From an optimization exercise on the open Yosys and OpenROAD flow, aimed at small area; shortcuts taken in it are not production practice. Function was checked by simulation only, so behaviour that the tests miss may differ from the original. Power figures rest on the tool's default switching activity, not on a simulated workload.

`standard.sh`:
```
#!/bin/bash
# synth_recipe.tcl (not shown) runs the flow's synth.tcl, then flattens the netlist and writes it again
# the make line also repeats each setting of config.mk as NAME=value (left out here)
make -C /OpenROAD-flow-scripts/flow DESIGN_CONFIG=/design/flow/config.mk WORK_HOME=/design/flow/orfs CLKGATE_MAP_FILE= SYNTH_SCRIPT=/design/flow/synth_recipe.tcl "${@:-finish}"
```
`design.v`:
```
module skin_hold (input logic e, en, d, q, output logic y);
    assign y = (e & d) | (en & q);
endmodule
module skin_area_cmp (
    input  logic [7:0]  w,
    input  logic [7:0]  h,
    input  logic [15:0] t,
    output logic        keep
);
    logic pp0;
    assign pp0 = ~((w[0] & h[0]));
    logic pp1;
    assign pp1 = ~((w[0] & h[1]));
    logic pp2;
    assign pp2 = ~((w[0] & h[2]));
    logic pp3;
    assign pp3 = ~((w[0] & h[3]));
    logic pp4;
    assign pp4 = ~((w[0] & h[4]));
    logic pp5;
    assign pp5 = ~((w[0] & h[5]));
    logic pp6;
    assign pp6 = ~((w[1] & h[0]));
    logic pp7;
    assign pp7 = ~((w[1] & h[1]));
    logic pp8;
    assign pp8 = ~((w[1] & h[2]));
    logic pp9;
    assign pp9 = ~((w[1] & h[3]));
    logic pp10;
    assign pp10 = ~((w[1] & h[4]));
    logic pp11;
    assign pp11 = ~((w[1] & h[5]));
    logic pp12;
    assign pp12 = ~((w[2] & h[0]));
    logic pp13;
    assign pp13 = ~((w[2] & h[1]));
    logic pp14;
    assign pp14 = ~((w[2] & h[2]));
    logic pp15;
    assign pp15 = ~((w[2] & h[3]));
    logic pp16;
    assign pp16 = ~((w[2] & h[4]));
    logic pp17;
    assign pp17 = ~((w[2] & h[5]));
    logic pp18;
    assign pp18 = ~((w[3] & h[0]));
    logic pp19;
    assign pp19 = ~((w[3] & h[1]));
    logic pp20;
    assign pp20 = ~((w[3] & h[2]));
    logic pp21;
    assign pp21 = ~((w[3] & h[3]));
    logic pp22;
    assign pp22 = ~((w[3] & h[4]));
    logic pp23;
    assign pp23 = ~((w[3] & h[5]));
    logic pp24;
    assign pp24 = ~((w[4] & h[0]));
    logic pp25;
    assign pp25 = ~((w[4] & h[1]));
    logic pp26;
    assign pp26 = ~((w[4] & h[2]));
    logic pp27;
    assign pp27 = ~((w[4] & h[3]));
    logic pp28;
    assign pp28 = ~((w[4] & h[4]));
    logic pp29;
    assign pp29 = ~((w[4] & h[5]));
    logic pp30;
    assign pp30 = ~((w[5] & h[0]));
    logic pp31;
    assign pp31 = ~((w[5] & h[1]));
    logic pp32;
    assign pp32 = ~((w[5] & h[2]));
    logic pp33;
    assign pp33 = ~((w[5] & h[3]));
    logic pp34;
    assign pp34 = ~((w[5] & h[4]));
    logic pp35;
    assign pp35 = ~((w[5] & h[5]));
    logic pp36;
    assign pp36 = ~((w[6] & h[0]));
    logic pp37;
    assign pp37 = ~((h[6] & w[0]));
    logic pp38;
    assign pp38 = ~((w[6] & h[1]) | (w[7] & h[0]));
    logic pp39;
    assign pp39 = ~((h[6] & w[1]) | (h[7] & w[0]));
    logic pp40;
    assign pp40 = ~((w[6] & h[2]) | (w[7] & h[1]));
    logic pp41;
    assign pp41 = ~((h[6] & w[2]) | (h[7] & w[1]));
    logic pp42;
    assign pp42 = ~((w[6] & h[3]) | (w[7] & h[2]));
    logic pp43;
    assign pp43 = ~((h[6] & w[3]) | (h[7] & w[2]));
    logic pp44;
    assign pp44 = ~((w[6] & h[4]) | (w[7] & h[3]));
    logic pp45;
    assign pp45 = ~((h[6] & w[4]) | (h[7] & w[3]));
    logic pp46;
    assign pp46 = ~((w[6] & h[5]) | (w[7] & h[4]));
    logic pp47;
    assign pp47 = ~((h[6] & w[5]) | (h[7] & w[4]));
    logic pp48;
    assign pp48 = ~((w[7] & h[5]));
    logic pp49;
    assign pp49 = ~((h[7] & w[5]));
    logic pp50;
    assign pp50 = ~((w[6] & h[6]));
    logic pp51;
    assign pp51 = ~((w[6] & h[7]) | (w[7] & h[6]));
    logic pp52;
    assign pp52 = ~((w[7] & h[7]));
    logic s0_h;
    logic c0_h;
    logic s0_f;
    logic c0_f;
    logic s1_h;
    logic c1_h;
    logic s1_f;
    logic c1_f;
    logic s2_h;
    logic c2_h;
    logic s2_f;
    logic c2_f;
    logic s3_h;
    logic c3_h;
    logic s3_f;
    logic c3_f;
    logic s4_h;
    logic c4_h;
    logic s4_f;
    logic c4_f;
    logic s5_f;
    logic c5_f;
    logic s6_f;
    logic c6_f;
    logic s7_f;
    logic c7_f;
    logic s8_f;
    logic c8_f;
    logic s9_f;
    logic c9_f;
    logic s10_f;
    logic c10_f;
    logic s11_f;
    logic c11_f;
    logic s12_f;
    logic c12_f;
    logic s13_f;
    logic c13_f;
    logic s14_f;
    logic c14_f;
    logic s5_h;
    logic c5_h;
    logic s15_f;
    logic c15_f;
    logic s16_f;
    logic c16_f;
    logic s17_f;
    logic c17_f;
    logic s18_f;
    logic c18_f;
    logic s19_f;
    logic c19_f;
    logic s20_f;
    logic c20_f;
    logic s21_f;
    logic c21_f;
    logic s22_f;
    logic c22_f;
    logic s23_f;
    logic c23_f;
    logic s24_f;
    logic c24_f;
    logic s6_h;
    logic c6_h;
    logic s25_f;
    logic c25_f;
    logic s26_f;
    logic c26_f;
    logic s27_f;
    logic c27_f;
    logic s28_f;
    logic c28_f;
    logic s29_f;
    logic c29_f;
    logic s30_f;
    logic c30_f;
    logic s31_f;
    logic c31_f;
    logic s32_f;
    logic c32_f;
    logic s33_f;
    logic c33_f;
    logic s34_f;
    logic c34_f;
    logic s35_f;
    logic c35_f;
    logic s36_f;
    logic c36_f;
    logic s7_h;
    logic c7_h;
    skin_fa1 ha0 (.a(pp5), .b(pp10), .s(s0_h), .co(c0_h));
    skin_fa fa0 (.a(pp11), .b(pp16), .c(pp21), .s(s0_f), .co(c0_f));
    skin_fa1 ha1 (.a(pp26), .b(pp31), .s(s1_h), .co(c1_h));
    skin_fa fa1 (.a(pp17), .b(pp22), .c(pp27), .s(s1_f), .co(c1_f));
    skin_fa1 ha2 (.a(pp32), .b(pp38), .s(s2_h), .co(c2_h));
    skin_fa fa2 (.a(pp23), .b(pp28), .c(pp33), .s(s2_f), .co(c2_f));
    skin_fa1 ha3 (.a(pp3), .b(pp8), .s(s3_h), .co(c3_h));
    skin_fa fa3 (.a(pp4), .b(pp9), .c(pp14), .s(s3_f), .co(c3_f));
    skin_fa1 ha4 (.a(pp19), .b(pp24), .s(s4_h), .co(c4_h));
    skin_fa fa4 (.a(s0_h), .b(pp15), .c(pp20), .s(s4_f), .co(c4_f));
    skin_fa fa5 (.a(pp25), .b(pp30), .c(t[5]), .s(s5_f), .co(c5_f));
    skin_fa fa6 (.a(s0_f), .b(s1_h), .c(pp36), .s(s6_f), .co(c6_f));
    skin_fa fa7 (.a(pp37), .b(t[6]), .c(c0_h), .s(s7_f), .co(c7_f));
    skin_fa fa8 (.a(s1_f), .b(s2_h), .c(pp39), .s(s8_f), .co(c8_f));
    skin_fa fa9 (.a(t[7]), .b(c0_f), .c(c1_h), .s(s9_f), .co(c9_f));
    skin_fa fa10 (.a(s2_f), .b(pp40), .c(pp41), .s(s10_f), .co(c10_f));
    skin_fa fa11 (.a(t[8]), .b(c1_f), .c(c2_h), .s(s11_f), .co(c11_f));
    skin_fa fa12 (.a(pp29), .b(pp34), .c(pp42), .s(s12_f), .co(c12_f));
    skin_fa fa13 (.a(pp43), .b(t[9]), .c(c2_f), .s(s13_f), .co(c13_f));
    skin_fa fa14 (.a(pp35), .b(pp44), .c(pp45), .s(s14_f), .co(c14_f));
    skin_fa1 ha5 (.a(pp2), .b(pp7), .s(s5_h), .co(c5_h));
    skin_fa fa15 (.a(s3_h), .b(pp13), .c(pp18), .s(s15_f), .co(c15_f));
    skin_fa fa16 (.a(s3_f), .b(s4_h), .c(t[4]), .s(s16_f), .co(c16_f));
    skin_fa fa17 (.a(s4_f), .b(s5_f), .c(c3_f), .s(s17_f), .co(c17_f));
    skin_fa fa18 (.a(s6_f), .b(s7_f), .c(c4_f), .s(s18_f), .co(c18_f));
    skin_fa fa19 (.a(s8_f), .b(s9_f), .c(c6_f), .s(s19_f), .co(c19_f));
    skin_fa fa20 (.a(s10_f), .b(s11_f), .c(c8_f), .s(s20_f), .co(c20_f));
    skin_fa fa21 (.a(s12_f), .b(s13_f), .c(c10_f), .s(s21_f), .co(c21_f));
    skin_fa fa22 (.a(s14_f), .b(t[10]), .c(c12_f), .s(s22_f), .co(c22_f));
    skin_fa fa23 (.a(pp46), .b(pp47), .c(t[11]), .s(s23_f), .co(c23_f));
    skin_fa fa24 (.a(pp48), .b(pp49), .c(pp50), .s(s24_f), .co(c24_f));
    skin_fa1 ha6 (.a(pp1), .b(pp6), .s(s6_h), .co(c6_h));
    skin_fa fa25 (.a(s5_h), .b(pp12), .c(t[2]), .s(s25_f), .co(c25_f));
    skin_fa fa26 (.a(s15_f), .b(t[3]), .c(c5_h), .s(s26_f), .co(c26_f));
    skin_fa fa27 (.a(s16_f), .b(c3_h), .c(c15_f), .s(s27_f), .co(c27_f));
    skin_fa fa28 (.a(s17_f), .b(c4_h), .c(c16_f), .s(s28_f), .co(c28_f));
    skin_fa fa29 (.a(s18_f), .b(c5_f), .c(c17_f), .s(s29_f), .co(c29_f));
    skin_fa fa30 (.a(s19_f), .b(c7_f), .c(c18_f), .s(s30_f), .co(c30_f));
    skin_fa fa31 (.a(s20_f), .b(c9_f), .c(c19_f), .s(s31_f), .co(c31_f));
    skin_fa fa32 (.a(s21_f), .b(c11_f), .c(c20_f), .s(s32_f), .co(c32_f));
    skin_fa fa33 (.a(s22_f), .b(c13_f), .c(c21_f), .s(s33_f), .co(c33_f));
    skin_fa fa34 (.a(s23_f), .b(c14_f), .c(c22_f), .s(s34_f), .co(c34_f));
    skin_fa fa35 (.a(s24_f), .b(t[12]), .c(c23_f), .s(s35_f), .co(c35_f));
    skin_fa fa36 (.a(pp51), .b(t[13]), .c(c24_f), .s(s36_f), .co(c36_f));
    skin_fa1 ha7 (.a(pp52), .b(t[14]), .s(s7_h), .co(c7_h));
    logic [15:0] ra, rb;
    assign ra = {t[15], s7_h, s36_f, s35_f, s34_f, s33_f, s32_f, s31_f, s30_f, s29_f, s28_f, s27_f, s26_f, s25_f, s6_h, pp0};
    assign rb = {c7_h, c36_f, c35_f, c34_f, c33_f, c32_f, c31_f, c30_f, c29_f, c28_f, c27_f, c26_f, c25_f, c6_h, t[1], t[0]};
    logic co16n;
    skin_carry16n fin (.a(ra), .b(rb), .con(co16n));
    assign keep = co16n;
endmodule
module skin_fa (input logic a, b, c, output logic s, co);
    assign s  = a ^ b ^ c;
    assign co = (a & b) | (a & c) | (b & c);
endmodule
module skin_xnor2 (input logic a, b, output logic y);
    assign y = ~(a ^ b);
endmodule
module skin_or2 (input logic a, b, output logic y);
    assign y = a | b;
endmodule
module skin_fa1 (input logic a, b, output logic s, co);
    skin_xnor2 u_s (.a(a), .b(b), .y(s));
    skin_or2   u_c (.a(a), .b(b), .y(co));
endmodule
module skin_carry16n (input logic [15:0] a, b, output logic con);
    logic [16:0] s;
    assign s   = {1'b0, a} + {1'b0, b};
    assign con = ~s[16];
endmodule
module skin_maj3 (input logic a, b, c, output logic y);
    assign y = (a & b) | (a & c) | (b & c);
endmodule
module skin_lt #(parameter int N = 8) (input logic [N-1:0] an, b, output logic y);
    logic [N:0] c;
    assign c[1] = an[0] & b[0];
    for (genvar i = 1; i < N; i++) begin : s
        skin_maj3 u (.a(an[i]), .b(b[i]), .c(c[i]), .y(c[i+1]));
    end
    assign y = c[N];
endmodule
module skin_eq #(parameter int N = 8) (input logic [N-1:0] a, b, output logic y);
    assign y = (a == b);
endmodule
module skin_near16 (input logic [7:0] u, r, output logic y);
    logic       eq_lo;
    logic [4:0] c;
    logic [7:4] s;
    skin_eq #(4) u_eq (.a(u[3:0]), .b(r[3:0]), .y(eq_lo));
    skin_lt #(4) u_lt (.an(~r[3:0]), .b(u[3:0]), .y(c[0]));
    for (genvar i = 0; i < 4; i++) begin : hi
        skin_fa u_fa (.a(u[4+i]), .b(~r[4+i]), .c(c[i]), .s(s[4+i]), .co(c[i+1]));
    end
    assign y = (~c[4] & s[7] & s[6] & s[5] & (s[4] | eq_lo)) |
               ( c[4] & ~s[7] & ~s[6] & ~s[5] & ~s[4]);
endmodule
module skin_sel4 (input logic [3:0] s, input logic [3:0] d, output logic y);
    assign y = (s[0] & d[0]) | (s[1] & d[1]) | (s[2] & d[2]) | (s[3] & d[3]);
endmodule
module skin_ao222n (input logic a1, a2, b1, b2, c1, c2, output logic y);
    assign y = ~((a1 & a2) | (b1 & b2) | (c1 & c2));
endmodule
module skin_sel12 (input logic [11:0] s, input logic [11:0] d, output logic y);
    logic [3:0] n;
    for (genvar g = 0; g < 4; g++) begin : grp
        skin_ao222n u (.a1(s[3*g]), .a2(d[3*g]), .b1(s[3*g+1]), .b2(d[3*g+1]),
                       .c1(s[3*g+2]), .c2(d[3*g+2]), .y(n[g]));
    end
    assign y = ~&n;
endmodule
module skin_box_overlay_top (
    input  logic        clk,
    input  logic        reset,
    input  logic        vsync_i,
    input  logic        href_i,
    input  logic        pix_stb_i,
    input  logic [7:0]  u_i,
    input  logic [7:0]  v_i,
    input  logic [7:0]  u_ref_i,
    input  logic [7:0]  v_ref_i,
    input  logic [15:0] area_thresh_i,
    input  logic        mode_i,
    input  logic [9:0]  draw_x_i,
    input  logic [9:0]  draw_y_i,
    input  logic [6:0]  luma_i,
    output logic [6:0]  red_o,
    output logic [6:0]  green_o,
    output logic [6:0]  blue_o
);
    logic       href_q, vsync_q;
    logic [1:0] xc;
    logic [7:0] xo;
    logic [1:0] yr;
    logic [7:0] yo;
    logic       hit_stb, fe, stale, latch;
    logic [2:0] fcnt;
    logic href_fall, vsync_rise, x_in, y_in, pix_cnt, chroma_match, pix_hit;
    logic [7:0] xo_inc, yo_inc;
    assign xo_inc = xo + 8'd1;
    assign yo_inc = yo + 8'd1;
    assign href_fall  = href_q & ~href_i;
    assign vsync_rise = vsync_i & ~vsync_q;
    assign x_in       = ~((xc == 2'd3) && (xo == 8'd159));
    assign y_in       = (yr != 2'd3);
    assign pix_cnt    = pix_stb_i & href_i & x_in;
    logic u_near, v_near;
    skin_near16 u_nu (.u(u_i), .r(u_ref_i), .y(u_near));
    skin_near16 u_nv (.u(v_i), .r(v_ref_i), .y(v_near));
    assign chroma_match = u_near & v_near;
    assign pix_hit = pix_cnt & y_in & chroma_match;
    always_ff @(posedge clk or posedge reset) begin
        if (reset) begin
            href_q  <= 1'b0;
            vsync_q <= 1'b0;
            xc      <= 2'd0;
            xo      <= 8'd255;
            yr      <= 2'd0;
            yo      <= 8'd0;
            hit_stb <= 1'b0;
            fe      <= 1'b0;
            stale   <= 1'b0;
            latch   <= 1'b0;
            fcnt    <= 3'd0;
        end else begin
            href_q  <= href_i;
            vsync_q <= vsync_i;
            hit_stb <= pix_hit;
            fe      <= vsync_rise;
            stale   <= fe;
            latch   <= fe && (fcnt == 3'd4);
            if (fe) fcnt <= (fcnt == 3'd4) ? 3'd0 : fcnt + 3'd1;
            if (href_fall) begin
                xc <= 2'd0;
                xo <= 8'd255;
            end else if (pix_cnt) begin
                if (xo == 8'd159) begin
                    xc <= xc + 2'd1;
                    xo <= 8'd0;
                end else begin
                    xo <= xo_inc;
                end
            end
            if (vsync_rise) begin
                yr <= 2'd0;
                yo <= 8'd0;
            end else if (href_fall && y_in) begin
                if (yo == 8'd159) begin
                    yr <= yr + 2'd1;
                    yo <= 8'd0;
                end else begin
                    yo <= yo_inc;
                end
            end
        end
    end
    logic [1:0]      k;
    logic [3:0]      act_v, a_v, b_v;
    logic [3:0][7:0] act_mnx, act_mxx, act_mny, act_mxy;
    logic [3:0][7:0] a_mnx, a_mxx, a_mny, a_mxy;
    logic [3:0][7:0] b_mnx, b_mxx, b_mny, b_mxy;
    logic       shift;
    logic       upd;
    logic       empty_sel;
    logic [7:0] cur_mnx, cur_mxx;
    logic       lt_x, gt_x;
    assign shift     = ~fe & ~stale & y_in & (yr != k);
    assign upd       = hit_stb & ~fe;
    assign empty_sel = ~act_v[xc] | stale;
    logic [3:0] xsel;
    logic       ge_x;
    always_comb for (int r = 0; r < 4; r++) xsel[r] = (xc == 2'(r));
    for (genvar i = 0; i < 8; i++) begin : cur_b
        skin_sel4 u_mn (.s(xsel), .d({act_mnx[3][i], act_mnx[2][i], act_mnx[1][i], act_mnx[0][i]}), .y(cur_mnx[i]));
        skin_sel4 u_mx (.s(xsel), .d({act_mxx[3][i], act_mxx[2][i], act_mxx[1][i], act_mxx[0][i]}), .y(cur_mxx[i]));
    end
    logic [7:0] xo_n;
    assign xo_n = ~xo;
    skin_lt #(8) u_ltx (.an(xo_n), .b(cur_mnx), .y(lt_x));
    skin_lt #(8) u_gex (.an(xo_n), .b(cur_mxx), .y(ge_x));
    assign gt_x = ~ge_x;
    always_ff @(posedge clk or posedge reset) begin
        if (reset) begin
            k     <= 2'd0;
            act_v <= 4'd0;
            a_v   <= 4'd0;
            b_v   <= 4'd0;
        end else if (stale) begin
            k     <= 2'd0;
            a_v   <= 4'd0;
            b_v   <= 4'd0;
            act_v <= 4'd0;
            if (hit_stb) act_v[xc] <= 1'b1;
        end else if (shift) begin
            k     <= k + 2'd1;
            a_v   <= act_v;
            b_v   <= a_v;
            act_v <= 4'd0;
        end else if (upd) begin
            act_v[xc] <= 1'b1;
        end
    end
    logic [3:0] csel;
    logic [3:0] we_mnx, we_mxx, we_mny, we_mxy;
    always_comb begin
        for (int r = 0; r < 4; r++) begin
            csel[r]   = upd && (xc == 2'(r));
            we_mnx[r] = csel[r] & (empty_sel | lt_x);
            we_mxx[r] = csel[r] & (empty_sel | gt_x);
            we_mny[r] = csel[r] & empty_sel;
            we_mxy[r] = csel[r];
        end
    end
    logic [3:0][7:0] act_mnx_d, act_mxx_d, act_mny_d, act_mxy_d;
    logic [3:0][7:0] a_mnx_d, a_mxx_d, a_mny_d, a_mxy_d;
    logic [3:0][7:0] b_mnx_d, b_mxx_d, b_mny_d, b_mxy_d;
    logic shift_n;
    assign shift_n = ~shift;
    for (genvar r = 0; r < 4; r++) begin : trk_r
        for (genvar i = 0; i < 8; i++) begin : trk_b
            skin_hold h_amnx (.e(we_mnx[r]), .en(~we_mnx[r]), .d(xo[i]), .q(act_mnx[r][i]), .y(act_mnx_d[r][i]));
            skin_hold h_amxx (.e(we_mxx[r]), .en(~we_mxx[r]), .d(xo_inc[i]), .q(act_mxx[r][i]), .y(act_mxx_d[r][i]));
            skin_hold h_amny (.e(we_mny[r]), .en(~we_mny[r]), .d(yo[i]), .q(act_mny[r][i]), .y(act_mny_d[r][i]));
            skin_hold h_amxy (.e(we_mxy[r]), .en(~we_mxy[r]), .d(yo_inc[i]), .q(act_mxy[r][i]), .y(act_mxy_d[r][i]));
            skin_hold h_rmnx (.e(shift), .en(shift_n), .d(act_mnx[r][i]), .q(a_mnx[r][i]), .y(a_mnx_d[r][i]));
            skin_hold h_rmxx (.e(shift), .en(shift_n), .d(act_mxx[r][i]), .q(a_mxx[r][i]), .y(a_mxx_d[r][i]));
            skin_hold h_rmny (.e(shift), .en(shift_n), .d(act_mny[r][i]), .q(a_mny[r][i]), .y(a_mny_d[r][i]));
            skin_hold h_rmxy (.e(shift), .en(shift_n), .d(act_mxy[r][i]), .q(a_mxy[r][i]), .y(a_mxy_d[r][i]));
            skin_hold h_bmnx (.e(shift), .en(shift_n), .d(a_mnx[r][i]), .q(b_mnx[r][i]), .y(b_mnx_d[r][i]));
            skin_hold h_bmxx (.e(shift), .en(shift_n), .d(a_mxx[r][i]), .q(b_mxx[r][i]), .y(b_mxx_d[r][i]));
            skin_hold h_bmny (.e(shift), .en(shift_n), .d(a_mny[r][i]), .q(b_mny[r][i]), .y(b_mny_d[r][i]));
            skin_hold h_bmxy (.e(shift), .en(shift_n), .d(a_mxy[r][i]), .q(b_mxy[r][i]), .y(b_mxy_d[r][i]));
        end
    end
    always_ff @(posedge clk) begin
        act_mnx <= act_mnx_d;
        act_mxx <= act_mxx_d;
        act_mny <= act_mny_d;
        act_mxy <= act_mxy_d;
        a_mnx   <= a_mnx_d;
        a_mxx   <= a_mxx_d;
        a_mny   <= a_mny_d;
        a_mxy   <= a_mxy_d;
        b_mnx   <= b_mnx_d;
        b_mxx   <= b_mxx_d;
        b_mny   <= b_mny_d;
        b_mxy   <= b_mxy_d;
    end
    logic [1:0]           s_k;
    logic [2:0][3:0]      s_v;
    logic [2:0][3:0][7:0] s_mnx, s_mxx, s_mny, s_mxy;
    always_ff @(posedge clk or posedge reset) begin
        if (reset) begin
            s_k <= 2'd0;
            s_v <= '0;
        end else if (latch) begin
            s_k <= k;
            s_v <= {b_v, a_v, act_v};
        end
    end
    logic [2:0][3:0][7:0] t_mnx, t_mxx, t_mny, t_mxy;
    logic [2:0][3:0][7:0] s_mnx_d, s_mxx_d, s_mny_d, s_mxy_d;
    logic latch_n;
    assign latch_n = ~latch;
    assign t_mnx = {b_mnx, a_mnx, act_mnx};
    assign t_mxx = {b_mxx, a_mxx, act_mxx};
    assign t_mny = {b_mny, a_mny, act_mny};
    assign t_mxy = {b_mxy, a_mxy, act_mxy};
    for (genvar r = 0; r < 12; r++) begin : smp_r
        for (genvar i = 0; i < 8; i++) begin : smp_b
            skin_hold h_mnx (.e(latch), .en(latch_n), .d(t_mnx[r/4][r%4][i]), .q(s_mnx[r/4][r%4][i]), .y(s_mnx_d[r/4][r%4][i]));
            skin_hold h_mxx (.e(latch), .en(latch_n), .d(t_mxx[r/4][r%4][i]), .q(s_mxx[r/4][r%4][i]), .y(s_mxx_d[r/4][r%4][i]));
            skin_hold h_mny (.e(latch), .en(latch_n), .d(t_mny[r/4][r%4][i]), .q(s_mny[r/4][r%4][i]), .y(s_mny_d[r/4][r%4][i]));
            skin_hold h_mxy (.e(latch), .en(latch_n), .d(t_mxy[r/4][r%4][i]), .q(s_mxy[r/4][r%4][i]), .y(s_mxy_d[r/4][r%4][i]));
        end
    end
    always_ff @(posedge clk) begin
        s_mnx <= s_mnx_d;
        s_mxx <= s_mxx_d;
        s_mny <= s_mny_d;
        s_mxy <= s_mxy_d;
    end
    logic [15:0] thr_q;
    always_ff @(posedge clk) thr_q <= {area_thresh_i[15:5], area_thresh_i[4] | (area_thresh_i == 16'd0), area_thresh_i[3:0]};
    logic [4:0] dxh, dyh;
    logic [3:0] dcol_oh;
    logic [2:0] drow_oh;
    logic [2:0] dxo_hi, dyo_hi;
    logic [7:0] dx, dy, dx1, dy1;
    assign dxh = draw_x_i[9:5];
    assign dyh = draw_y_i[9:5];
    always_comb begin
        for (int j = 0; j < 4; j++) dcol_oh[j] = (dxh >= 5'(5*j)) && (dxh < 5'(5*j+5));
        for (int i = 0; i < 3; i++) drow_oh[i] = (dyh >= 5'(5*i)) && (dyh < 5'(5*i+5));
    end
    assign dxo_hi = 3'(dxh % 5'd5);
    assign dyo_hi = 3'(dyh % 5'd5);
    assign dx  = {dxo_hi, draw_x_i[4:0]};
    assign dy  = {dyo_hi, draw_y_i[4:0]};
    assign dx1 = dx + 8'd1;
    assign dy1 = dy + 8'd1;
    logic [2:0] ksel;
    logic [2:0] psel;
    always_comb begin
        for (int i = 0; i < 3; i++) ksel[i] = (s_k == 2'(i));
        psel[0] = (ksel[0] & drow_oh[0]) | (ksel[1] & drow_oh[1]) | (ksel[2] & drow_oh[2]);
        psel[1] = (ksel[1] & drow_oh[0]) | (ksel[2] & drow_oh[1]);
        psel[2] = (ksel[2] & drow_oh[0]);
    end
    logic [11:0] osel;
    always_comb begin
        for (int i = 0; i < 3; i++)
            for (int j = 0; j < 4; j++)
                osel[4*i+j] = psel[i] & dcol_oh[j];
    end
    logic       bv;
    logic [7:0] mnx, mxx, mny, mxy;
    skin_sel12 u_sel_v (.s(osel), .d(s_v), .y(bv));
    for (genvar i = 0; i < 8; i++) begin : ov_b
        logic [11:0] dmnx, dmxx, dmny, dmxy;
        for (genvar r = 0; r < 12; r++) begin : ov_r
            assign dmnx[r] = s_mnx[r/4][r%4][i];
            assign dmxx[r] = s_mxx[r/4][r%4][i];
            assign dmny[r] = s_mny[r/4][r%4][i];
            assign dmxy[r] = s_mxy[r/4][r%4][i];
        end
        skin_sel12 u_mnx (.s(osel), .d(dmnx), .y(mnx[i]));
        skin_sel12 u_mxx (.s(osel), .d(dmxx), .y(mxx[i]));
        skin_sel12 u_mny (.s(osel), .d(dmny), .y(mny[i]));
        skin_sel12 u_mxy (.s(osel), .d(dmxy), .y(mxy[i]));
    end
    logic [7:0]  bw, bh;
    logic        keep, on_edge, paint;
    assign bw      = mxx - mnx;
    assign bh      = mxy - mny;
    skin_area_cmp u_area (.w(bw), .h(bh), .t(thr_q), .keep(keep));
    logic ltx_mn, ltx_mx, eqx_mn, eqx_mx, lty_mn, lty_mx, eqy_mn, eqy_mx;
    logic [7:0] dx_n, dy_n;
    assign dx_n = ~dx;
    assign dy_n = ~dy;
    skin_lt #(8) u_e1 (.an(dx_n), .b(mnx), .y(ltx_mn));
    skin_lt #(8) u_e2 (.an(dx_n), .b(mxx), .y(ltx_mx));
    skin_eq #(8) u_e3 (.a(dx),  .b(mnx), .y(eqx_mn));
    skin_eq #(8) u_e4 (.a(dx1), .b(mxx), .y(eqx_mx));
    skin_lt #(8) u_e5 (.an(dy_n), .b(mny), .y(lty_mn));
    skin_lt #(8) u_e6 (.an(dy_n), .b(mxy), .y(lty_mx));
    skin_eq #(8) u_e7 (.a(dy),  .b(mny), .y(eqy_mn));
    skin_eq #(8) u_e8 (.a(dy1), .b(mxy), .y(eqy_mx));
    assign on_edge = ((eqy_mn | eqy_mx) & ~ltx_mn & ltx_mx) |
                     ((eqx_mn | eqx_mx) & ~lty_mn & lty_mx);
    assign paint   = mode_i & bv & keep & on_edge;
    logic [6:0] g_q;
    logic       paint_q;
    always_ff @(posedge clk or posedge reset) begin
        if (reset) begin
            g_q     <= 7'd0;
            paint_q <= 1'b0;
        end else begin
            g_q     <= paint ? 7'd0 : luma_i;
            paint_q <= paint;
        end
    end
    assign red_o   = g_q | {7{paint_q}};
    assign green_o = g_q;
    assign blue_o  = g_q;
endmodule
```
`constraint.sdc`:
```
create_clock -name core_clock -period 10.0 [get_ports {clk}]
set_input_delay 2.0000 -clock core_clock [delete_from_list [all_inputs] [get_ports {clk}]]
set_output_delay 2.0000 -clock core_clock [all_outputs]
set_load 0.01 [all_outputs]
```
`config.mk`:
```
export PLATFORM = sky130hd
export DESIGN_NAME = skin_box_overlay_top
export DESIGN_NICKNAME = skin_box_overlay_top
export VERILOG_FILES = /design/flow/design.v
export SDC_FILE = /design/flow/constraint.sdc
export NUM_CORES = 4
export LEC_CHECK = 0
export CAP_MARGIN = 20
export CORE_MARGIN = 2
export CORE_UTILIZATION = 55
export CTS_BUF_LIST = sky130_fd_sc_hd__clkbuf_4
export CTS_CLUSTER_DIAMETER = 45
export CTS_CLUSTER_SIZE = 10
export GPL_ROUTABILITY_DRIVEN = 0
export SLEW_MARGIN = 20
export SYNTH_HIERARCHICAL = 1
export SYNTH_MINIMUM_KEEP_SIZE = 0
```
`flow/run.sh`:
```
#!/bin/bash
# The standard layout (the standard.sh, standard synthesis unchanged), with two
# changes: ports are buffered with the smallest buffer (buf_1) instead of
# clkdlybuf4s50_1, and clock tree synthesis runs without dummy loads.
# Every port still gets its own buffer and the clock still reaches every register
# through the clock tree. make's full output goes to flow_make.log here; each ORFS
# step also keeps its own log under orfs/logs/.
set -euo pipefail
export BUFFER_PORTS_ARGS="-buffer_cell sky130_fd_sc_hd__buf_1"
export CTS_ARGS='-sink_clustering_enable -repair_clock_nets -dont_use_dummy_load -buf_list sky130_fd_sc_hd__clkbuf_4 -sink_clustering_size 10 -sink_clustering_max_diameter 45'
bash standard.sh > flow_make.log 2>&1
```
==> results of run 1 <==
## area by class of cell
class / instances / area share (%)
well taps: 765 / 2.76
clock buffers: 106 / 2.29
inverters: 94 / 1.06
flip-flops and latches: 849 / 50.0
multi-input cells: 1683 / 41.2
repair buffers: 173 / 2.69
diodes: 1 / 0.00721
## synth_stat cells, drive strengths merged (21+ instances only)
| master | n |
|---|---|
| xor2 | 28 |
| nand4 | 45 |
| nand2 | 127 |
| ha | 47 |
| a21oi | 31 |
| fa | 47 |
| maj3 | 48 |
| dfrtp | 57 |
| nand3 | 21 |
| o21ai | 25 |
| xnor2 | 68 |
| nor2 | 64 |
| a222oi | 132 |
| inv | 94 |
| a22o | 772 |
| buf | 27 |
| a22oi | 45 |
| dfxtp | 784 |
## per-module statistics from Yosys, one instance, submodules excluded, excerpt
module	cell area, sq um	cells inside
skin_maj3	11.3	1
skin_near16	65.1	12
skin_fa	20.0	1
skin_ao222n	10.0	1
skin_sel4	18.8	3
skin_hold	8.76	1
## registers in the layout, indices dropped and copies added (netlist names), 96 cells and up
name / flops
s_mny: 96
s_mxx: 96
s_mnx: 96
s_mxy: 96
## layer usage
layer | part of all wire [%] | routed length (um)
met4 | 2.7 | 2510
met5 | 0.024 | 22
met1 | 44 | 40800
met3 | 7.0 | 6580
met2 | 47 | 43600
## metrics by stage
stage	util, %	area (sq um)	total power [W]	hold slack [ns]
4_1_cts	60.0	34700	0.00541	0.438
2_1_floorplan	-	32200	0.00377	0.352
3_3_place_gp	58.6	33900	0.00389	0.451
5_1_grt	60.0	34700	0.00560	0.457
3_5_place_dp	58.6	33900	0.00390	0.453
6_report	60.0	34700	0.00539	0.437
## report_power, final
part | internal (W) | switching, W
Sequential | 0.00342 | 0.0000542
Clock | 0.000484 | 0.00107
Combinational | 0.000113 | 0.000242
Total | 0.00402 | 0.00137
## cells in the final DEF (no fill, tap or decap), types with 28 or more instances in the layout
cell / count
sky130_fd_sc_hd__a21oi_1: 29
sky130_fd_sc_hd__a222oi_1: 132
sky130_fd_sc_hd__a22o_1: 772
sky130_fd_sc_hd__a22oi_1: 34
sky130_fd_sc_hd__buf_1: 101
sky130_fd_sc_hd__buf_4: 71
sky130_fd_sc_hd__clkbuf_4: 106
sky130_fd_sc_hd__dfrtp_1: 56
sky130_fd_sc_hd__dfxtp_1: 784
sky130_fd_sc_hd__fa_1: 47
sky130_fd_sc_hd__ha_1: 47
sky130_fd_sc_hd__inv_1: 90
sky130_fd_sc_hd__maj3_2: 48
sky130_fd_sc_hd__nand2_1: 127
sky130_fd_sc_hd__nand4_1: 45
sky130_fd_sc_hd__nor2_1: 52
sky130_fd_sc_hd__xnor2_1: 67
sky130_fd_sc_hd__xor2_1: 28
## worst max-delay path by stage
stage                   to
floorplan           g_q[0]
global placement    g_q[5]
detailed placement  g_q[5]
CTS                 g_q[5]
global route        g_q[5]
finish              g_q[5]
## logic make-up (layout without fill, tap and decap cells)
kind of cell               count (synthesis)  in the layout  share of synthesized area, %
adders and majority gates                142            142                          6.43
buffers and inverters                    133            373                          1.96
muxes                                     22             22                         0.747
other                                      0              1                             0
and+or+nand+nor                          364            365                          5.63
xor gates and xnor gates                  96             96                          2.64
DFF                                      849            849                          53.9
AOI/OAI and AO/OA                       1058           1058                          28.7
==> Flow_metrics.wiki, run 1 <==
{| class="wikitable"
! Metric !! Value
|-
| Met2 Resource Use GR || 48.3%
|-
| Post-synth cell types || 75
|-
| FF+latch count, synth || approximately 850
|-
| Total gr overflow || 0
|-
| Hold-fix buffers at CTS || 0
|-
| Violation count after the first detailed-routing iteration || 2918
|-
| Setup repair after global routing missed its margin || false
|-
| Startpoint of the most critical setup path || draw_y_i[7]
|-
| Required time of the critical path || between 10 and 15 ns
|-
| Largest cells by area after synthesis || sky130_fd_sc_hd__dfxtp_1 (49%), sky130_fd_sc_hd__a22o_1 (21%), sky130_fd_sc_hd__dfrtp_1 (4.4%), sky130_fd_sc_hd__a222oi_1 (4.1%), sky130_fd_sc_hd__fa_1 (2.9%)
|-
| Top cell type's share of synthesized area || 48.8%
|-
| Most crowded layer after global routing || met2
|-
| Worst supply voltage drop on vdd || between 0.0001 and 0.00015 V
|-
| Cells after DPL || approximately 3600
|-
| Number of nets produced by synthesis || between 2000 and 3000
|-
| First drt pass iteration count || 9
|-
| Worst hold path startpoint || b_mxy[16]
|-
| Outcome || no timing/DRC/antenna violations
|-
| Setup_tns || 0 ns
|-
| Delay of the slowest cell on the worst path || between 0.8 and 0.9 ns
|-
| Total Die Area || 0.0604 sq mm
|-
| Most repeated library cell on the critical path || sky130_fd_sc_hd__fa_1
|-
| Worst r2r path cells || 27
|-
| Reg2Reg Capture Point || g_q[5]
|-
| Met3 demand-to-capacity share in global routing || about 4.8%
|-
| CTS root buffer || sky130_fd_sc_hd__clkbuf_4
|-
| Count of filler cells inserted in the layout || roughly 4800
|-
| Net total in the final layout || around 3100
|-
| Type of element launching the critical path || primary input
|-
| Synth warnings || 7
|-
| Slowest stage cell on the critical path || sky130_fd_sc_hd__xnor2_1
|-
| H-Tree Depth || 3
|-
| Area of combinational cells with multiple inputs || roughly 0.014 sq mm
|-
| Worst rel slew slack || about 19%
|-
| Leak || approximately 13 nW
|-
| Setup Skew || a little under 0.09 ns
|-
| Post-synthesis cell count || around 2700
|-
| Critical register-to-register path startpoint || s_k[1]
|-
| Initial Util || between 50% and 60%
|-
| Clock transition at the registers of the reported paths || ~0.1 ns
|-
| Synth Area per Inst || around 12 sq um
|-
| Routed Antenna Nets || 0
|-
| Count of input and output buffers || around 100
|-
| GRT Overall Usage || around 30%
|-
| Bufs and invs on worst path || 3
|-
| Endpoint of the worst hold path || s_mxy[80]
|-
| Async S/R FF share, synth || ~7.7%
|-
| Mapped Area || roughly 0.032 sq mm
|-
| Die Span Y || 246 um
|-
| I/O pin cnt || slightly above 100
|-
| Arrival time of the worst setup path || 10.16 ns
|-
| Vias per inst || between 6 and 7
|-
| Transition at the pin with the smallest max-transition slack || approximately 1.2 ns
|-
| Fraction of final layout cells sized beyond drive strength 1 || between 10% and 20%
|-
| DP HPWL || between 50 and 60 mm
|-
| Period utilisation layout || 94.1%
|-
| Setup slack of the critical path after layout || a little under 0.6 ns
|-
| Count of instances resized after the clock tree is built || 0
|-
| Post-route non-filler standard cell count || 3671
|-
| Initial antenna violation count || 3
|-
| Wire length of the first global-routing pass || 144 mm
|-
| Number of endpoints with negative hold slack in the final report || 0
|-
| Number of setup buffers added after CTS || 0
|-
| Minimum period implied by the final worst setup slack || between 9 and 10 ns
|-
| CTS max path bufs || 3
|-
| Num CTS Buffers || roughly 110
|-
| Cell type with the largest total area after synthesis || sky130_fd_sc_hd__dfxtp_1
|-
| Placeable core area || between 0.05 and 0.06 sq mm
|-
| Worst-Skew Late Latency || 0.89 ns
|-
| WP depth || 30
|-
| Minimum setup slack after placement || -0.433 ns
|-
| Growth of design area from synthesis to finish || 7.88%
|-
| Worst hold path type || reg2reg
|-
| # rows || just under 90
|-
| Area used by sequential logic in the layout || between 0.015 and 0.02 sq mm
|-
| Via count of the first global-routing pass || around 24000
|-
| Hold-critical path depth || 1
|-
| Final number of setup-violating endpoints || 0
|-
| Maximum number of pins on one net before global-route repair || 190
|-
| Clock sink count || roughly 850
|-
| Top_reg_cell synth || sky130_fd_sc_hd__dfxtp_1
|-
| WL final || slightly above 90 mm
|-
| Kind of end point of the critical path || flip-flop
|-
| PD cells || around 160 mW/mm^2
|-
| Flop2flop setup slack || ~1.9 ns
|-
| Critical Setup Path Class || in2reg
|-
| Post-DR wirelength/cell || ~25 um
|-
| Count of flip-flops with a built-in enable after synthesis || 0
|-
| Max-capacitance violation count || 0
|-
| Met1 demand-to-capacity share in global routing || ~42%
|-
| Sequential area share after synthesis || a little over half
|-
| Number of pins with negative max-slew slack in the final report || 0
|-
| Highest fanout seen on the critical path || 13
|-
| Maximum operating frequency || ~0.11 GHz
|-
| Vias post-DR || 24576
|-
| Number of remaining DRC errors || 0
|-
| Cell family with the largest share of critical-path delay || adder cells
|-
| Clock tree from TritonCTS || done
|-
| Overall die width || around 250 um
|}
==> inputs of run 2 (changes only) <==
--- a/flow/run.sh
+++ b/flow/run.sh
@@ -8,4 +8,5 @@
 set -euo pipefail
 export BUFFER_PORTS_ARGS="-buffer_cell sky130_fd_sc_hd__buf_1"
+export RECOVER_POWER=100
 export CTS_ARGS='-sink_clustering_enable -repair_clock_nets -dont_use_dummy_load -buf_list sky130_fd_sc_hd__clkbuf_4 -sink_clustering_size 10 -sink_clustering_max_diameter 45'
 bash standard.sh > flow_make.log 2>&1
--- a/config.mk
+++ b/config.mk
@@ -12,5 +12,4 @@
 export CTS_CLUSTER_DIAMETER = 45
 export CTS_CLUSTER_SIZE = 10
-export GPL_ROUTABILITY_DRIVEN = 0
 export SLEW_MARGIN = 20
 export SYNTH_HIERARCHICAL = 1
==> run 2 against run 1 <==
Net effect: the layout now fails its checks (capacitance limit, slew limit); worst hold slack worse by 0.012 ns; highest routed layer is now met4; via count down 0.22%; first-iteration DRC count down 8.7%; die area unchanged.
==> Flow_metrics.wiki, run 2 <==
{| class="wikitable"
! Metric !! Value
|-
| CTS max path bufs || 3
|-
| Max-capacitance violation count || 10
|-
| Routed Antenna Nets || 0
|-
| Most crowded layer after global routing || met2
|-
| Outcome || complete, but fails checks
|-
| Most frequent cells in the layout || sky130_fd_sc_hd__dfxtp_1 (784), sky130_fd_sc_hd__a22o_1 (772), sky130_fd_sc_hd__a222oi_1 (132), sky130_fd_sc_hd__nand2_1 (127)
|-
| Number of nets produced by synthesis || ~2800
|-
| Setup repair after global routing missed its margin || false
|-
| Clock transition at the registers of the reported paths || around 0.090 ns
|-
| Total Die Area || a little over 0.06 sq mm
|-
| Top_reg_cell synth || sky130_fd_sc_hd__dfxtp_1
|-
| Cell area reported after detailed placement || approximately 0.034 sq mm
|-
| Die Span Y || roughly 250 um
|-
| DP HPWL || about 60 mm
|-
| Sequential area share after synthesis || a little over half
|-
| Violation count after the first detailed-routing iteration || ~2700
|-
| First drt pass iteration count || 9
|-
| Number of pins with negative max-slew slack in the final report || ~900
|-
| Minimum setup slack after placement || -0.118 ns
|-
| Total non-filler cell area in the finished layout || ~0.035 sq mm
|-
| Kind of end point of the critical path || flip-flop
|-
| Number of remaining DRC errors || 0
|-
| Transition at the pin with the smallest max-transition slack || between 4 and 5 ns
|-
| GRT Overall Usage || 30.2%
|-
| Setup slack of the critical path after layout || ~0.63 ns
|-
| Clock sink count || 849
|-
| Synth warnings || 7
|-
| Count of input and output buffers || slightly above 100
|-
| Initial antenna violation count || 2
|-
| Highest fanout seen on the critical path || 17
|-
| Total gr overflow || 0
|-
| Post-layout util || between 50 and 60%
|-
| PD cells || 155 mW/mm^2
|-
| Number of setup buffers added after CTS || 0
|-
| Post-DR wirelength/cell || approximately 25 um
|-
| Worst-Skew Late Latency || approximately 0.9 ns
|-
| Most common cell after layout, fill and taps aside || sky130_fd_sc_hd__dfxtp_1
|-
| Minimum period implied by the final worst setup slack || 9.37 ns
|-
| Arrival time of the worst setup path || approximately 10 ns
|-
| Setup Skew || between 0.08 and 0.09 ns
|-
| Worst supply voltage drop on vdd || ~0.0001 V
|-
| I/O pin cnt || between 100 and 150
|-
| Met3 demand-to-capacity share in global routing || 5.24%
|-
| Mapped Area || approximately 0.032 sq mm
|-
| Final number of setup-violating endpoints || 0
|-
| Placeable core area || 0.0578 sq mm
|-
| Final Power || 0.00534 W
|-
| Commonest cells in the netlist || sky130_fd_sc_hd__dfxtp_1 (784), sky130_fd_sc_hd__a22o_1 (772), sky130_fd_sc_hd__a222oi_1 (132)
|-
| Delay of the slowest cell on the worst path || 0.60 ns
|-
| Net total in the final layout || slightly above 3000
|-
| Top cell type's share of synthesized area || 48.8%
|-
| WL final || slightly above 90 mm
|-
| Num CTS Buffers || 101
|-
| Worst rel slew slack || -221%
|-
| Via count of the first global-routing pass || roughly 24000
|-
| Met1 demand-to-capacity share in global routing || 42.0%
|-
| Fraction of final layout cells sized beyond drive strength 1 || 9.05%
|-
| Placer congestion estimate || roughly 0.92
|-
| Setup_tns || 0 ns
|-
| Synth Area per Inst || between 10 and 15 sq um
|-
| Leak || around 13 nW
|-
| Overall die width || ~250 um
|-
| H-Tree Depth || 3
|-
| # rows || between 80 and 90
|-
| Type of element launching the critical path || primary input
|-
| Maximum operating frequency || 0.107 GHz
|-
| Initial Util || between 50% and 60%
|-
| Largest cells by area after synthesis || sky130_fd_sc_hd__dfxtp_1 (49%), sky130_fd_sc_hd__a22o_1 (21%), sky130_fd_sc_hd__dfrtp_1 (4.4%), sky130_fd_sc_hd__a222oi_1 (4.1%), sky130_fd_sc_hd__fa_1 (2.9%)
|-
| Wire length of the first global-routing pass || about 140 mm
|-
| Number of endpoints with negative hold slack in the final report || 0
|-
| FF+latch count, synth || 849
|-
| Required time of the critical path || roughly 11 ns
|-
| Cell type with the largest total area after synthesis || sky130_fd_sc_hd__dfxtp_1
|-
| Post-synthesis cell count || roughly 2700
|-
| Library cell with the highest instance count after synthesis || sky130_fd_sc_hd__dfxtp_1
|-
| Vias per inst || about 6.7
|-
| Bufs and invs on worst path || 6
|-
| Worst hold path type || reg2reg
|-
| Count of instances resized after the clock tree is built || 0
|-
| Slowest stage cell on the critical path || sky130_fd_sc_hd__nor2_4
|-
| Async S/R FF share, synth || ~7.7%
|-
| Met2 Resource Use GR || 47.8%
|-
| Violated checks || capacitance limit, slew limit
|-
| Vias post-DR || between 20000 and 25000
|-
| Post-synth cell types || between 70 and 80
|-
| Maximum number of pins on one net before global-route repair || between 100 and 150
|-
| Cell family with the largest share of critical-path delay || compound AO/OA/AOI/OAI gates
|-
| Worst r2r path cells || 3
|-
| Period utilisation layout || 93.7%
|-
| Critical Setup Path Class || in2reg
|-
| WP depth || 34
|-
| CTS root buffer || sky130_fd_sc_hd__clkbuf_4
|-
| Growth of design area from synthesis to finish || 7.29%
|-
| Hold-critical path depth || 1
|-
| Clock tree from TritonCTS || done
|-
| Hold-fix buffers at CTS || 0
|-
| Count of flip-flops with a built-in enable after synthesis || 0
|}
==> run 2: per-layer routing <==
metal / share of wire (%) / vias to the layer above
met2: 46 / 965
met5: 0 / -
met1: 44 / 12274
met4: 3.0 / 0
met3: 6.9 / 172
li1: - / 11110
==> run 2: modules after synthesis (local to each module, per instance), a selection <==
module                cell area (sq um)  cells inside  flip-flops and latches  copies in the design
skin_box_overlay_top              20700          1383                     849                     1
skin_area_cmp                       450            69                       0                     1
skin_carry16n                       312            36                       0                     1
skin_near16                        65.1            12                       0                     2
skin_ao222n                        10.0             1                       0                   132
skin_hold                          8.76             1                       0                   768
skin_or2                           6.26             1                       0                     8
==> run 2: cell type report <==
type                    instances  area (sq um)
fillers                      4816         23300
flip-flops and latches        849         17300
multi-input cells            1682         14300
well taps                     765           957
repair buffers                169           831
clock buffers                 101           758
inverters                      94           362
diodes                          2          5.00
==> run 2: through the flow <==
| step | std cells | hold WS [ns] |
|---|---|---|
| floorplan | 2664 | 0.352 |
| global placement | 3558 | 0.451 |
| detailed placement | 3558 | 0.453 |
| CTS | 3659 | 0.412 |
| global route | 3662 | 0.470 |
| finish | 3662 | 0.425 |
==> run 2: report_power, final <==
group / leakage [nW] / internal [W] / switching (W)
Clock: 0.465 / 0.000462 / 0.00106
Combinational: 5.65 / 0.000112 / 0.000240
Sequential: 7.17 / 0.00342 / 0.0000519
Total: 13.3 / 0.00399 / 0.00135
==> run 2: worst paths after layout <==
check	from	end	slack, ns
worst max-delay path	draw_y_i[8]	g_q[5]	0.63
max in group asynchronous	reset	href_q	5.37
worst min register to register	b_mny[0]	s_mny[64]	0.42
worst max register to register	latch	s_mxx[25]	1.18
worst min-delay path	b_mny[0]	s_mny[64]	0.42
min in group asynchronous	reset	g_q[4]	2.52
==> run 2: cells by family after synthesis <==
family                   count (synthesis)  share of synthesized area (%)
AO/OA/AOI/OAI                         1058                           28.7
XOR/XNOR                                96                           2.64
multiplexers                            22                          0.747
buffers and inverters                  133                           1.96
flip-flops                             849                           53.9
AND/OR/NAND/NOR                        364                           5.63
adder cells (fa/ha/maj)                142                           6.43
==> inputs of run 3 (changes only) <==
--- a/flow/run.sh
+++ b/flow/run.sh
@@ -8,5 +8,4 @@
 set -euo pipefail
 export BUFFER_PORTS_ARGS="-buffer_cell sky130_fd_sc_hd__buf_1"
-export RECOVER_POWER=100
 export CTS_ARGS='-sink_clustering_enable -repair_clock_nets -dont_use_dummy_load -buf_list sky130_fd_sc_hd__clkbuf_4 -sink_clustering_size 10 -sink_clustering_max_diameter 45'
 bash standard.sh > flow_make.log 2>&1
==> run 3 against run 2 <==
Net effect: the run now finishes clean; final cell count stayed put; first-iteration DRC count shrank 1.7%; clock power hardly changed; highest routed layer unchanged.
==> Flow_metrics.wiki, run 3 <==
{| class="wikitable"
! Metric !! Value
|-
| DP HPWL || around 60 mm
|-
| Bufs and invs on worst path || 5
|-
| Hold-fix buffers at CTS || 0
|-
| Arrival time of the worst setup path || between 9 and 10 ns
|-
| Initial antenna violation count || 2
|-
| Net total in the final layout || 3072
|-
| Slowest stage cell on the critical path || sky130_fd_sc_hd__nor2_4
|-
| Post-layout util || around three fifths
|-
| Highest fanout seen on the critical path || 17
|-
| Overall die width || ~250 um
|-
| Most frequent cells in the layout || sky130_fd_sc_hd__dfxtp_1 (784), sky130_fd_sc_hd__a22o_1 (772), sky130_fd_sc_hd__a222oi_1 (132), sky130_fd_sc_hd__nand2_1 (127)
|-
| Async S/R FF share, synth || ~7.7%
|-
| Synth Area per Inst || between 10 and 15 sq um
|-
| Cells after DPL || approximately 3600
|-
| Number of nets produced by synthesis || roughly 2800
|-
| Top cell type's share of synthesized area || between 40% and 50%
|-
| Type of element launching the critical path || primary input
|-
| Minimum period implied by the final worst setup slack || just over 9 ns
|-
| Delay of the slowest cell on the worst path || around 0.6 ns
|-
| Max-capacitance violation count || 0
|-
| Clock tree from TritonCTS || done
|-
| Area used by sequential logic in the layout || approximately 0.017 sq mm
|-
| Setup Skew || just over 0.08 ns
|-
| Count of input and output buffers || 101
|-
| Number of remaining DRC errors || 0
|-
| Synth warnings || 7
|-
| Vias post-DR || roughly 24000
|-
| Total gr overflow || 0
|-
| # rows || 88
|-
| Worst hold path type || reg2reg
|-
| Worst-Skew Late Latency || 0.90 ns
|-
| Sequential area share after synthesis || about 54%
|-
| Growth of design area from synthesis to finish || 7.66%
|-
| Total Die Area || around 0.060 sq mm
|-
| Most repeated library cell on the critical path || sky130_fd_sc_hd__fa_1
|-
| H-Tree Depth || 3
|-
| Post-DR wirelength/cell || 25.2 um
|-
| Final number of setup-violating endpoints || 0
|-
| Area of combinational cells with multiple inputs || 0.0143 sq mm
|-
| Post-route non-filler standard cell count || 3662
|-
| I/O pin cnt || 102
|-
| Count of filler cells inserted in the layout || approximately 4800
|-
| CTS max path bufs || 3
|-
| Placeable core area || 0.0578 sq mm
|-
| Top_reg_cell synth || sky130_fd_sc_hd__dfxtp_1
|-
| Largest cells by area after synthesis || sky130_fd_sc_hd__dfxtp_1 (49%), sky130_fd_sc_hd__a22o_1 (21%), sky130_fd_sc_hd__dfrtp_1 (4.4%), sky130_fd_sc_hd__a222oi_1 (4.1%), sky130_fd_sc_hd__fa_1 (2.9%)
|-
| Initial Util || between 50% and 60%
|-
| Maximum operating frequency || 0.108 GHz
|-
| Via count of the first global-routing pass || ~24000
|-
| Most common cell after layout, fill and taps aside || sky130_fd_sc_hd__dfxtp_1
|-
| Commonest cells in the netlist || sky130_fd_sc_hd__dfxtp_1 (784), sky130_fd_sc_hd__a22o_1 (772), sky130_fd_sc_hd__a222oi_1 (132)
|-
| Final Power || between 0.005 and 0.006 W
|-
| Critical Setup Path Class || in2reg
|-
| CTS root buffer || sky130_fd_sc_hd__clkbuf_4
|-
| First drt pass iteration count || 6
|-
| WL final || between 90 and 100 mm
|-
| Vias per inst || between 6 and 7
|-
| PD cells || 154 mW/mm^2
|-
| Mapped Area || around 0.032 sq mm
|-
| Post-synth cell types || 75
|-
| Num CTS Buffers || just over 100
|-
| Kind of end point of the critical path || flip-flop
|-
| Cell family with the largest share of critical-path delay || adder cells
|-
| Clock sink count || roughly 850
|-
| Maximum number of pins on one net before global-route repair || 104
|-
| Outcome || no timing/DRC/antenna violations
|-
| Count of instances resized after the clock tree is built || 0
|-
| Leak || approximately 13 nW
|-
| Number of pins with negative max-slew slack in the final report || 0
|-
| Wire length of the first global-routing pass || 144 mm
|-
| Placer congestion estimate || slightly above 0.9
|-
| Worst supply voltage drop on vdd || roughly 0.0001 V
|-
| Routed Antenna Nets || 0
|-
| Clock transition at the registers of the reported paths || roughly 0.090 ns
|-
| FF+latch count, synth || about 850
|-
| GRT Overall Usage || 30.2%
|-
| Die Span Y || ~250 um
|-
| Fraction of final layout cells sized beyond drive strength 1 || roughly a tenth
|-
| Library cell with the highest instance count after synthesis || sky130_fd_sc_hd__dfxtp_1
|-
| Setup repair after global routing missed its margin || false
|-
| Transition at the pin with the smallest max-transition slack || around 1.1 ns
|-
| Cell type with the largest total area after synthesis || sky130_fd_sc_hd__dfxtp_1
|-
| Period utilisation layout || between 90% and 100%
|-
| Worst rel slew slack || 24.9%
|-
| Number of endpoints with negative hold slack in the final report || 0
|-
| Number of setup buffers added after CTS || 0
|-
| Post-synthesis cell count || about 2700
|-
| Count of flip-flops with a built-in enable after synthesis || 0
|-
| Required time of the critical path || 10.71 ns
|-
| Violation count after the first detailed-routing iteration || 2620
|}
## run 3: cell counts after synthesis
No cell type changed its count.
## run 3: worst paths after layout
kind                             start  slack, ns  cells past startpoint   endpoint
min in group asynchronous        reset       1.36                      3     g_q[6]
max in group asynchronous        reset       8.00                      3      latch
hold reg to reg               b_mny[0]       0.43                      1  s_mny[64]
hold / removal                b_mny[0]       0.43                      1  s_mny[64]
setup / recovery           draw_y_i[8]       0.73                     32     g_q[5]
setup reg to reg                s_k[1]       2.05                     28     g_q[5]
## run 3: logic make-up after synthesis
group | synth area share [%]
AO/OA/AOI/OAI | 28.7
flip-flops | 53.9
AND/OR/NAND/NOR | 5.63
adder cells (fa/ha/maj) | 6.43
buffers and inverters | 1.96
XOR/XNOR | 2.64
multiplexers | 0.747
## run 3: through the flow
step,area (sq um),setup TNS (ns),setup WS [ns],hold slack [ns]
2_1_floorplan,32200,0,0.638,0.352
3_3_place_gp,33800,-0.0895,-0.0144,0.451
3_5_place_dp,33900,-0.797,-0.118,0.453
4_1_cts,34600,0,0.806,0.412
5_1_grt,34600,0,0.256,0.470
6_report,34600,0,0.730,0.433
## run 3: metal layers
metal / global-route usage [%] / up-vias / wire length (um)
li1: - / 11107 / -
met1: 42.0 / 12293 / 40900
met3: 5.24 / 177 / 6120
met5: 0 / - / 0
met4: 10.1 / 0 / 2810
met2: 47.8 / 877 / 42500
## run 3: layout make-up
type	count	share of cell area (%)
well taps	765	2.76
flip-flops and latches	849	50.1
repair buffers	169	2.58
multi-input cells	1682	41.3
diodes	2	0.0145
clock buffers	101	2.19
inverters	94	1.06
## run 3: per-module statistics from Yosys (local to each module, per instance), a selection
| module | cells | flops+latches |
|---|---|---|
| skin_sel4 | 3 | 0 |
| skin_near16 | 12 | 0 |
| skin_sel12 | 1 | 0 |
| skin_xnor2 | 1 | 0 |
| skin_ao222n | 1 | 0 |
| skin_hold | 1 | 0 |
| skin_area_cmp | 69 | 0 |
## run 3: report_power, final
| group | total, W | switching, W | internal (W) |
|---|---|---|---|
| clock | 0.00152 | 0.00106 | 0.000462 |
| combinational | 0.000356 | 0.000241 | 0.000114 |
| sequential | 0.00347 | 0.0000531 | 0.00342 |
## run 3: worst register-to-register path, delay by kind of cell (launching register included)
kind | cells | cell delay (ns)
fa+ha+maj | 6 | 2.55
buf+inv | 3 | 0.75
simple gates | 10 | 2.21
xor+xnor | 1 | 0.18
compound gates | 8 | 1.59
flops | 1 | 0.51
==> inputs of run 4 (changes only) <==
--- a/config.mk
+++ b/config.mk
@@ -6,5 +6,5 @@
 export NUM_CORES = 4
 export LEC_CHECK = 0
-export CAP_MARGIN = 20
+export CAP_MARGIN = 0
 export CORE_MARGIN = 2
 export CORE_UTILIZATION = 55
@@ -12,5 +12,5 @@
 export CTS_CLUSTER_DIAMETER = 45
 export CTS_CLUSTER_SIZE = 10
-export SLEW_MARGIN = 20
+export SLEW_MARGIN = 0
 export SYNTH_HIERARCHICAL = 1
 export SYNTH_MINIMUM_KEEP_SIZE = 0
==> run 4 against run 3 <==
Net effect: still clean on timing, DRC and antenna; die area is the same; sequential power is essentially flat; synthesized cell count is the same; global-route usage is essentially flat; area after synthesis is the same; worst hold slack gained 0.0075 ns; critical path type unchanged; largest power group unchanged.
==> Flow_metrics.wiki, run 4 <==
{| class="wikitable"
! Metric !! Value
|-
| Fraction of final layout cells sized beyond drive strength 1 || between 10% and 20%
|-
| Maximum operating frequency || ~0.11 GHz
|-
| Count of input and output buffers || a little over 100
|-
| Die Span Y || 246 um
|-
| Count of filler cells inserted in the layout || ~4800
|-
| Arrival time of the worst setup path || 9.99 ns
|-
| H-Tree Depth || 3
|-
| Type of element launching the critical path || primary input
|-
| Most frequent cells in the layout || sky130_fd_sc_hd__dfxtp_1 (784), sky130_fd_sc_hd__a22o_1 (772), sky130_fd_sc_hd__a222oi_1 (132), sky130_fd_sc_hd__nand2_1 (127)
|-
| Post-route non-filler standard cell count || roughly 3700
|-
| Worst hold slack || 0.441 ns
|-
| Number of endpoints with negative hold slack in the final report || 0
|-
| Via count of the first global-routing pass || ~24000
|-
| Number of remaining DRC errors || 0
|-
| DP HPWL || about 60 mm
|-
| Setup repair after global routing missed its margin || false
|-
| Net total in the final layout || about 3000
|-
| CTS root buffer || sky130_fd_sc_hd__clkbuf_4
|-
| First drt pass iteration count || 8
|-
| Kind of end point of the critical path || flip-flop
|-
| Setup Skew || between 0.07 and 0.08 ns
|-
| Async S/R FF share, synth || approximately 7.7%
|-
| Post-DR wirelength/cell || between 20 and 30 um
|-
| Required time of the critical path || ~11 ns
|-
| Maximum number of pins on one net before global-route repair || around 100
|-
| WL final || between 90 and 100 mm
|-
| Max-capacitance violation count || 0
|-
| # rows || 88
|-
| Clock sink count || ~850
|-
| Routed Antenna Nets || 0
|-
| Top cell type's share of synthesized area || 48.8%
|-
| Total gr overflow || 0
|-
| CTS max path bufs || 3
|-
| I/O pin cnt || roughly 100
|-
| Num CTS Buffers || 101
|-
| Minimum period implied by the final worst setup slack || roughly 9.3 ns
|-
| Number of pins with negative max-slew slack in the final report || 0
|-
| Vias per inst || approximately 6.7
|-
| Post-synth cell types || 75
|-
| Vias post-DR || between 20000 and 25000
|-
| Initial Util || between 50% and 60%
|-
| Final number of setup-violating endpoints || 0
|-
| Growth of design area from synthesis to finish || 7.60%
|-
| GRT Overall Usage || between 30% and 40%
|-
| Placer congestion estimate || just over 0.9
|-
| Flop2flop setup slack || just over 2 ns
|-
| Violation count after the first detailed-routing iteration || 2562
|-
| Outcome || no timing/DRC/antenna violations
|-
| Worst hold path type || reg2reg
|-
| Hold-fix buffers at CTS || 0
|-
| Synth warnings || 7
|-
| Worst-Skew Late Latency || around 0.90 ns
|-
| Largest cells by area after synthesis || sky130_fd_sc_hd__dfxtp_1 (49%), sky130_fd_sc_hd__a22o_1 (21%), sky130_fd_sc_hd__dfrtp_1 (4.4%), sky130_fd_sc_hd__a222oi_1 (4.1%), sky130_fd_sc_hd__fa_1 (2.9%)
|-
| Placeable core area || roughly 0.058 sq mm
|-
| Number of nets produced by synthesis || 2839
|-
| Number of setup buffers added after CTS || 0
|-
| Top_reg_cell synth || sky130_fd_sc_hd__dfxtp_1
|-
| Transition at the pin with the smallest max-transition slack || 1.23 ns
|-
| Count of flip-flops with a built-in enable after synthesis || 0
|-
| Cell type with the largest total area after synthesis || sky130_fd_sc_hd__dfxtp_1
|-
| Library cell with the highest instance count after synthesis || sky130_fd_sc_hd__dfxtp_1
|-
| Commonest cells in the netlist || sky130_fd_sc_hd__dfxtp_1 (784), sky130_fd_sc_hd__a22o_1 (772), sky130_fd_sc_hd__a222oi_1 (132)
|-
| Wire length of the first global-routing pass || between 100 and 150 mm
|-
| FF+latch count, synth || 849
|-
| Clock tree from TritonCTS || done
|-
| Most common cell after layout, fill and taps aside || sky130_fd_sc_hd__dfxtp_1
|-
| Synth Area per Inst || approximately 12 sq um
|-
| Worst supply voltage drop on vdd || 0.000100 V
|-
| Highest fanout seen on the critical path || 17
|-
| Overall die width || between 200 and 250 um
|-
| Worst rel slew slack || 16.6%
|-
| Delay of the slowest cell on the worst path || 0.59 ns
|-
| Period utilisation layout || 92.7%
|-
| Post-synthesis cell count || ~2700
|-
| Total Die Area || slightly above 0.06 sq mm
|-
| Leak || between 10 and 15 nW
|-
| Critical Setup Path Class || in2reg
|-
| Slowest stage cell on the critical path || sky130_fd_sc_hd__nor2_4
|-
| PD cells || ~150 mW/mm^2
|-
| Count of instances resized after the clock tree is built || 0
|-
| Clock transition at the registers of the reported paths || roughly 0.09 ns
|-
| Cells after DPL || 3558
|-
| Sequential area share after synthesis || a little over half
|-
| Mapped Area || around 0.032 sq mm
|-
| Most repeated library cell on the critical path || sky130_fd_sc_hd__fa_1
|-
| Initial antenna violation count || 2
|}
-- run 4: cell counts after synthesis --
No cell type changed its count.
-- run 4: Yosys stat by module (local to each module, per instance), excerpt --
| module | flip-flops and latches | cells inside |
|---|---|---|
| skin_area_cmp | 0 | 69 |
| skin_ao222n | 0 | 1 |
| skin_carry16n | 0 | 36 |
| skin_sel4 | 0 | 3 |
| skin_fa | 0 | 1 |
| skin_xnor2 | 0 | 1 |
| skin_or2 | 0 | 1 |
| skin_box_overlay_top | 849 | 1383 |
| skin_maj3 | 0 | 1 |
| skin_hold | 0 | 1 |
-- run 4: worst paths after layout --
| kind | from | to | depth (start not counted) |
|---|---|---|---|
| setup / recovery | draw_y_i[8] | g_q[5] | 32 |
| hold / removal | b_mny[0] | s_mny[64] | 1 |
| setup reg to reg | s_k[1] | g_q[5] | 28 |
| hold reg to reg | b_mny[0] | s_mny[64] | 1 |
| max in group asynchronous | reset | latch | 3 |
| min in group asynchronous | reset | g_q[6] | 3 |
-- run 4: kinds of logic after synthesis --
logic type	synth area share [%]
AO/OA/AOI/OAI	28.7
adder cells (fa/ha/maj)	6.43
buffers and inverters	1.96
AND/OR/NAND/NOR	5.63
flip-flops	53.9
multiplexers	0.747
XOR/XNOR	2.64
-- run 4: per-stage QoR --
stage	setup slack (ns)	TNS (ns)	total power, W	cell area [sq um]	util, %
global placement	-0.0144	-0.0895	0.00389	33800	58.5
finish	0.731	0	0.00535	34600	59.9
floorplan	0.638	0	0.00377	32200	-
detailed placement	-0.118	-0.797	0.00390	33800	58.5
CTS	0.809	0	0.00538	34600	59.9
global route	0.245	0	0.00557	34600	59.9
-- run 4: final cells by class --
class,instances,area (sq um),area share [%]
inverter,94,368,1.06
clock buffer,101,758,2.19
tap,765,957,2.77
antenna,2,5.00,0.0145
multi-input combinational,1682,14300,41.3
sequential,849,17300,50.1
timing repair buffer,168,882,2.55
-- run 4: per-layer routing --
layer  routed length, um  vias up  GRT usage (%)
li1                    -    11103              -
met1               40600    12287           42.1
met2               42500      917           47.9
met3                6290      175           5.14
met4                2860        0           10.0
met5                   0        -              0
-- run 4: power breakdown --
group          internal (W)  switching, W
combinational      0.000114      0.000242
sequential          0.00342     0.0000529
clock              0.000462       0.00106
-- run 4: critical path, delay by kind of cell --
| family | cells | cell delay, ns |
|---|---|---|
| xor gates and xnor gates | 1 | 0.18 |
| buffers and inverters | 5 | 0.98 |
| adders and majority gates | 7 | 2.84 |
| AOI/OAI and AO/OA | 11 | 2.07 |
| and+or+nand+nor | 8 | 1.89 |

[separate check: timing with driven ports]
The results above use ideal ports. As a check the final layouts listed here were re-extracted and re-timed, cells and wires unchanged.
Step 1, drivers: a clkbuf_16 drives clk and a buf_2 each remaining input, both assumed.
Step 2 also shifts input and output timing later by t, the mid clock arrival at the registers, as if the neighbouring blocks saw the same clock.
Slacks: ideal / step 1 / step 2; pairs: ideal / step 1.
| run | t, ns | slack for setup (ns) | latest minus earliest clock arrival (ns) |
|---|---|---|---|
| run 1 | 0.917 | 0.595 / 0.634 / -0.284 | 0.107 / 0.107 |
| run 2 | 0.915 | 0.631 / 0.661 / -0.254 | 0.093 / 0.093 |
| run 3 | 0.910 | 0.730 / 0.760 / -0.151 | 0.089 / 0.089 |
| run 4 | 0.912 | 0.731 / 0.761 / -0.151 | 0.094 / 0.094 |
For run 2, which loses most, drivers alone change the setup slack by +0.030 ns; drivers and shift together by -0.885 ns.
